Source: an optimization exercise on an open RTL-to-GDS flow (aim: small area, a short achievable clock period and few clock cycles per item). Production flows keep margins and buffers that such runs may drop.
At most, simulation tests tie the RTL to the original design; equivalence was not proved.
The flow treats the clock pin as an ideal source. Dropping or thinning the clock tree relies on that and would not hold on a real chip.

## run 1
## poly_basemul_ctrl
module poly_basemul_ctrl
#(
  parameter int unsigned N_PAIRS = KYBER_N_PAIRS,
  parameter int unsigned ADDR_W  = PAIR_ADDR_W
) (
  input  logic              clk,
  input  logic              rst,
  input  logic              start,
  input  logic              acc_en,
  output logic              busy,
  output logic              done,
  output logic [ADDR_W-1:0] rd_addr,
  output logic              rd_en,
  input  logic [23:0]       a_rdata,
  input  logic [23:0]       b_rdata,
  input  logic [11:0]       g_rdata,
  input  logic [23:0]       c_rdata,
  output logic              wr_en,
  output logic [ADDR_W-1:0] wr_addr,
  output logic [23:0]       wr_data
);
==> module poly_basemul_ctrl, before the edit <==
module poly_basemul_ctrl
#(
  parameter int unsigned N_PAIRS = KYBER_N_PAIRS,
  parameter int unsigned ADDR_W  = PAIR_ADDR_W
) (
  input  logic              clk,
  input  logic              rst,
  input  logic              start,
  input  logic              acc_en,
  output logic              busy,
  output logic              done,
  output logic [ADDR_W-1:0] rd_addr,
  output logic              rd_en,
  input  logic [23:0]       a_rdata,
  input  logic [23:0]       b_rdata,
  input  logic [11:0]       g_rdata,
  input  logic [23:0]       c_rdata,
  output logic              wr_en,
  output logic [ADDR_W-1:0] wr_addr,
  output logic [23:0]       wr_data
);
  localparam logic [ADDR_W-1:0] LAST_K = ADDR_W'(N_PAIRS - 1);
  logic acc_q;
  logic rd_run;     
  logic v1, v2, v3, v4;
  logic last_wr;    
  logic start_ok;
  logic rd_job;     
  logic busy_n, done_n;   
  always_comb start_ok = start && busy_n && done_n;
  always_comb rd_job   = start_ok || rd_run;
  always_comb rd_en = 1'b1;
  always_ff @(posedge clk or posedge rst) begin
    if (rst) begin
      busy    <= 1'b0;
      busy_n  <= 1'b1;
      done    <= 1'b0;
      done_n  <= 1'b1;
      rd_run  <= 1'b0;
      v1      <= 1'b0;
      v2      <= 1'b0;
      v3      <= 1'b0;
      v4      <= 1'b0;
      wr_en   <= 1'b0;
      last_wr <= 1'b0;
    end else begin
      rd_run  <= rd_job && rd_addr != LAST_K;
      v1      <= rd_job;
      v2      <= v1;
      v3      <= v2;
      v4      <= v3;
      wr_en   <= v4;
      last_wr <= v4 && wr_addr == LAST_K - ADDR_W'(1);
      busy    <= start_ok || (!busy_n && !last_wr);
      busy_n  <= !(start_ok || (!busy_n && !last_wr));
      done    <= last_wr;
      done_n  <= !last_wr;
    end
  end
  always_ff @(posedge clk or posedge rst) begin
    if (rst) acc_q <= 1'b0;
    else if (busy_n) acc_q <= acc_en;
  end
  always_ff @(posedge clk) begin
    rd_addr <= rd_job ? rd_addr + ADDR_W'(1) : '0;
    wr_addr <= v4 ? wr_addr + ADDR_W'(1) : LAST_K;
  end
  logic [23:0] a_n_q, b_n_q, c_q;
  logic [11:0] g_n_q, g_n_q2, a0_n_q2, b0_n_q2, c0_q2;
  logic [13:0] t_n, t_n_q;
  logic [14:0] z1, z1_q, z0, z0_q;
  logic [11:0] c1, c1_q, c0;
  logic [23:0] ca;
  always_comb ca = acc_q ? c_q : 24'd0;
  basemul_s1 u_s1 (.an(a_n_q), .bn(b_n_q), .c(ca), .tn(t_n), .z1(z1));
  basemul_s2 u_s2 (.gn(g_n_q2), .tn(t_n_q), .a0n(a0_n_q2), .b0n(b0_n_q2), .c0(c0_q2),
                   .z1(z1_q), .z0(z0), .c1(c1));
  basemul_s3 u_s3 (.z0(z0_q), .c0(c0));
  always_ff @(posedge clk) begin
    a_n_q   <= ~a_rdata;
    b_n_q   <= ~b_rdata;
    g_n_q   <= ~g_rdata;
    c_q     <= c_rdata;
    g_n_q2  <= g_n_q;
    a0_n_q2 <= a_n_q[11:0];
    b0_n_q2 <= b_n_q[11:0];
    c0_q2   <= ca[11:0];
    t_n_q   <= t_n;
    z1_q    <= z1;
    z0_q    <= z0;
    c1_q    <= c1;
    wr_data <= {c1_q, c0};
  end
endmodule
export LEC_CHECK = 0
export CAP_MARGIN = 20
export CORE_MARGIN = 2
export CORE_UTILIZATION = 40
export SLEW_MARGIN = 20
create_clock -name core_clock -period 52.0 [get_ports {clk}]
standard.sh (not shown) runs the stock make flow with config.mk's settings and CLKGATE_MAP_FILE= SYNTH_SCRIPT=/design/flow/synth_recipe.tcl, a recipe that flattens the netlist after the stock synthesis.
==> flow/flow/run.sh <==
#!/bin/bash
# Own layout flow: the standard layout with three changes.
# 1. Yosys's synth command runs without its internal "abc -fast" pass, so that the
#    explicit full-adder trees of the RTL reach extract_fa unchanged (fewer inverters
#    around the adder cells). Registers, their names and cell types are unchanged.
# 2. The port buffers that global placement inserts are buf_1 cells instead of the
#    default delay buffers; after the placement resizer, flow/upsize_outputs.tcl makes
#    the output ports' buffers buf_2 (and the address counter flip-flops drive 2).
# 3. The clock tree is flow/manual_cts.tcl's balanced two-level tree (sourced before
#    CTS, in place of TritonCTS), which is shallower than TritonCTS's three levels.
set -euo pipefail
W=$(pwd)
sed 's/yosys synth -nofsm -noshare /yosys synth -nofsm -noshare -noabc /' synth_recipe.tcl > own_synth.tcl
grep -q -- '-noabc' own_synth.tcl
sed "s|SYNTH_SCRIPT=[^ ]*synth_recipe.tcl|SYNTH_SCRIPT=$W/own_synth.tcl|" standard.sh > own_standard.sh
grep -q 'own_synth.tcl' own_standard.sh
bash own_standard.sh "BUFFER_PORTS_ARGS=-buffer_cell sky130_fd_sc_hd__buf_1" "POST_RESIZE_TCL=$W/flow/upsize_outputs.tcl" "PRE_CTS_TCL=$W/flow/manual_cts.tcl" finish > own_flow.log 2>&1
Other scripts of this flow, unchanged in this note and not shown: flow/flow/manual_cts.tcl, flow/flow/upsize_outputs.tcl
Run 1 | stages: all done | timing, DRC, antenna: all pass
Setup changes, run 1 to run 2
--- a/flow/design.v
+++ b/flow/design.v
@@ -4756,20 +4756,17 @@
   logic rd_run;     
   logic v1, v2, v3, v4;
   logic last_wr;    
   logic start_ok;
   logic rd_job;     
-  logic busy_n, done_n;   
-  always_comb start_ok = start && busy_n && done_n;
+  always_comb start_ok = start && !busy && !done;
   always_comb rd_job   = start_ok || rd_run;
   always_comb rd_en = 1'b1;
   always_ff @(posedge clk or posedge rst) begin
     if (rst) begin
       busy    <= 1'b0;
-      busy_n  <= 1'b1;
       done    <= 1'b0;
-      done_n  <= 1'b1;
       rd_run  <= 1'b0;
       v1      <= 1'b0;
       v2      <= 1'b0;
       v3      <= 1'b0;
       v4      <= 1'b0;
@@ -4781,19 +4778,17 @@
       v2      <= v1;
       v3      <= v2;
       v4      <= v3;
       wr_en   <= v4;
       last_wr <= v4 && wr_addr == LAST_K - ADDR_W'(1);
-      busy    <= start_ok || (!busy_n && !last_wr);
-      busy_n  <= !(start_ok || (!busy_n && !last_wr));
+      busy    <= start_ok || (busy && !last_wr);
       done    <= last_wr;
-      done_n  <= !last_wr;
     end
   end
   always_ff @(posedge clk or posedge rst) begin
     if (rst) acc_q <= 1'b0;
-    else if (busy_n) acc_q <= acc_en;
+    else if (!busy) acc_q <= acc_en;
   end
   always_ff @(posedge clk) begin
     rd_addr <= rd_job ? rd_addr + ADDR_W'(1) : '0;
     wr_addr <= v4 ? wr_addr + ADDR_W'(1) : LAST_K;
   end
Notes after the runs:
The flow did not stop early for run 2: all stages ran, and the layout cleared the timing, design-rule and antenna checks.
[run 2 vs run 1] number of logic inverters in the finished layout: lower in run 2
Number of cells in the design after placement (lower): run 2
Relative to run 1, number of standard cells in the final layout excluding fillers has decreased by 28 in run 2.
On final critical-path setup slack, run 2 does worse than run 1.
There was hardly any difference in share of the clock period used by the worst path after layout between run 2 and run 1.
Utilization: run 1 vs run 2, no meaningful difference
The synthesized instance count reported for run 2 is smaller than that of run 1 by 19.
Of run 2 and run 1, run 1 shows the higher number of antenna violations at the first check in global routing, with run 2 below it.
Testbench counts of run 2, summed over its fixed seeds: cycles 6,432, jobs 48.
Function not checked in run 1: the RTL went through the layout flow alone. In every run of this note, the design's own scripts or RTL, not TritonCTS, make the clock network.

[what the ideal ports hide]
Ports are ideal in the flow. The routed layouts listed here were re-timed in OpenROAD. Step 1: set_driving_cell puts a clkbuf_16 on clk and a buf_2 on each other input, an assumption about the parent block. Step 2 adds t to the input delays and takes it off the output delays; t is the mean of the earliest and latest rising clock arrival at the registers after step 1. Input paths then give back, and output paths get back, about the clock's delay inside the block. Slacks: ideal / step 1 / step 2; pairs: ideal / step 1.
| run | t, ns | slack for setup (ns) | worst hold slack (ns) | worst setup path at the end |
|---|---|---|---|---|
| run 1 | 0.458 | 40.749 / 40.611 / 40.594 | 0.329 / 0.329 / 0.329 | input to register |
| run 2 | 0.451 | 40.738 / 40.596 / 40.714 | 0.325 / 0.325 / 0.325 | input to register |
After both steps every run listed still meets setup and hold. For run 1, which loses most, drivers alone change the setup slack by -0.138 ns; drivers and shift together by -0.155 ns.
